From an optimization exercise on the open Yosys and OpenROAD flow, aimed at small area and a short achievable clock period; shortcuts taken in it are not production practice.
No activity file was given, so power comes from the tool's default toggle rates.

// ex_top
module ex_top (
    input  logic            clk,
    input  logic            rst_n,
    input  logic            in_valid,
    input  logic [31:0]     inst,
    input  logic [xlen-1:0] pc,
    input  logic [xlen-1:0] rs1_data,
    input  logic [xlen-1:0] rs2_data,
    output logic            out_valid,
    output logic            jump_branch,
    output logic [xlen-1:0] result,
    output logic [xlen-1:0] dnpc,
    output logic [xlen-1:0] mdata
);
    logic [6:0] opc;
    logic [2:0] f3;
    logic       f7b5, v;
    assign opc  = inst[6:0];
    assign f3   = inst[14:12];
    assign f7b5 = inst[30];
    assign v    = in_valid;
    logic is_lui, is_auipc, is_jal, is_jalr, is_br, is_load, is_store;
    logic is_opi, is_op, is_opi32, is_op32, is_alu, is_w;
    assign is_lui   = (opc == op_lui);
    assign is_auipc = (opc == op_auipc);
    assign is_jal   = (opc == op_jal);
    assign is_jalr  = (opc == op_jalr);
    assign is_br    = (opc == op_branch);
    assign is_load  = (opc == op_load);
    assign is_store = (opc == op_store);
    assign is_opi   = (opc == op_imm);
    assign is_op    = (opc == op_reg);
    assign is_opi32 = (opc == op_imm32);
  ...
==> flow/config.mk <==
export PLATFORM = sky130hd
export DESIGN_NAME = ex_top
export DESIGN_NICKNAME = ex_top
export VERILOG_FILES = /design/flow/design.v
export SDC_FILE = /design/flow/constraint.sdc
export NUM_CORES = 4
export LEC_CHECK = 0
export CAP_MARGIN = 20
export CORE_MARGIN = 2
export CORE_UTILIZATION = 30
export PLACE_DENSITY = 0.5
export SLEW_MARGIN = 20
export TNS_END_PERCENT = 10
==> flow/constraint.sdc <==
create_clock -name core_clock -period 13.0 [get_ports {clk}]
set_input_delay 2.6000 -clock core_clock [delete_from_list [all_inputs] [get_ports {clk}]]
set_output_delay 2.6000 -clock core_clock [all_outputs]
set_load 0.01 [all_outputs]
standard.sh (not shown) runs the stock make flow with config.mk's settings and CLKGATE_MAP_FILE= SYNTH_SCRIPT=/design/flow/synth_recipe.tcl, a recipe that flattens the netlist after the stock synthesis.
==> flow/flow/run.sh <==
#!/bin/bash
set -euo pipefail
export BUFFER_PORTS_ARGS="-buffer_cell sky130_fd_sc_hd__buf_1"
if [[ -f flow/extra.env ]]; then
  set -a; source flow/extra.env; set +a
fi
bash standard.sh synth > synth.log 2>&1
bash standard.sh finish > layout.log 2>&1
==> flow/flow/extra.env <==
SETUP_SLACK_MARGIN=7.5
Then changed:
--- a/flow/design.v
+++ b/flow/design.v
@@ -198,26 +198,28 @@
     assign is_alu   = is_opi | is_op;
     assign is_w     = (is_opi32 | is_op32) & (f3 == 3'b000);
     logic [63:0] a, b, p;
     assign a = rs1_data;
     assign b = rs2_data;
     assign p = pc;
     logic use_b, use_s, sub;
-    assign use_b = inst[5] & inst[4];
+    assign use_b = inst[5] & (inst[4] | (inst[6] & ~inst[2]));
     assign use_s = inst[5] & ~inst[6];
-    assign sub   = use_b & f7b5 & (f3 == 3'b000);
+    assign sub   = inst[6] | (~f3[2] & (f3[1] | f3[0] | f7b5));
     logic [63:0] imm_x, yx, s, bp, bg;
     assign imm_x = {{52{inst[31]}}, inst[31:25], use_s ? inst[11:7] : inst[24:20]};
     logic [63:0] ky;
     assign ky    = use_b ? {64{sub}} : imm_x;
     assign yx    = (b & {64{use_b}}) ^ ky;
-    logic c64_unused;
-    pfx_add #(.N(64)) u_add (.x(a), .y(yx), .cin(sub), .s(s), .cout(c64_unused), .bp(bp), .bg(bg));
+    logic c64;
+    pfx_add #(.N(64)) u_add (.x(a), .y(yx), .cin(use_b & sub), .s(s), .cout(c64), .bp(bp), .bg(bg));
     logic eq, ltu, lt;
-    cmp64 u_cmp (.x(a), .y(b), .eq(eq), .ltu(ltu), .lt(lt));
+    assign eq  = &bp;
+    assign ltu = ~c64;
+    assign lt  = a[63] ^ yx[63] ^ c64;
     logic hi_z, hi_o, ltu11, lti, ltui;
     assign hi_z  = ~|a[63:11];
     assign hi_o  = &a[63:11];
     assign ltu11 = a[10:0] < inst[30:20];
     assign lti   = (hi_z | hi_o) ? ((a[11] != inst[31]) ? a[11] : ltu11) : a[63];
     assign ltui  = inst[31] ? (~hi_o | ltu11) : (hi_z & ltu11);
     logic        shl, fill;
What happened:
- critical path depth rises by 2
- global-route usage falls by 0.53 points
- design area falls by about 2%
- worst setup slack gains 0.0050 ns
- maximum frequency hardly moves
- non-clock buffer count rises by 60
- power rises by 1.3%
- register-to-register slack gains 0.10 ns
- area after synthesis falls by 5.9%
No functional check of the RTL was part of any run of this note.

==> separate check: timing with driven ports <==
How much do the figures lean on ideal ports? The routed layouts below were timed once more, with nothing changed but the port constraints.
Step 1 (the two cells are an assumption about what drives the block):
set clk [get_ports {clk}]
set_driving_cell -lib_cell sky130_fd_sc_hd__clkbuf_16 $clk
set_driving_cell -lib_cell sky130_fd_sc_hd__buf_2 [delete_from_list [all_inputs] $clk]
Step 2 adds t to the input delays and takes it off the output delays; t is the mean of the earliest and latest rising clock arrival at the registers after step 1. Input paths then give back, and output paths get back, about the clock's delay inside the block.
Slacks: ideal / step 1 / step 2; pairs: ideal / step 1.
| run | t (ns) | setup slack, ns | slew at the worst register clock pin (ns) | cell pins on the clock port's net |
|---|---|---|---|---|
| the first run | 0.605 | 6.302 / 6.233 / 5.627 | 0.11 / 0.11 | 1 |
| the second run | 0.600 | 6.307 / 6.335 / 5.735 | 0.09 / 0.09 | 1 |
After both steps every run listed still meets setup and hold. For the first run, which loses most, drivers alone change the setup slack by -0.069 ns; drivers and shift together by -0.675 ns.
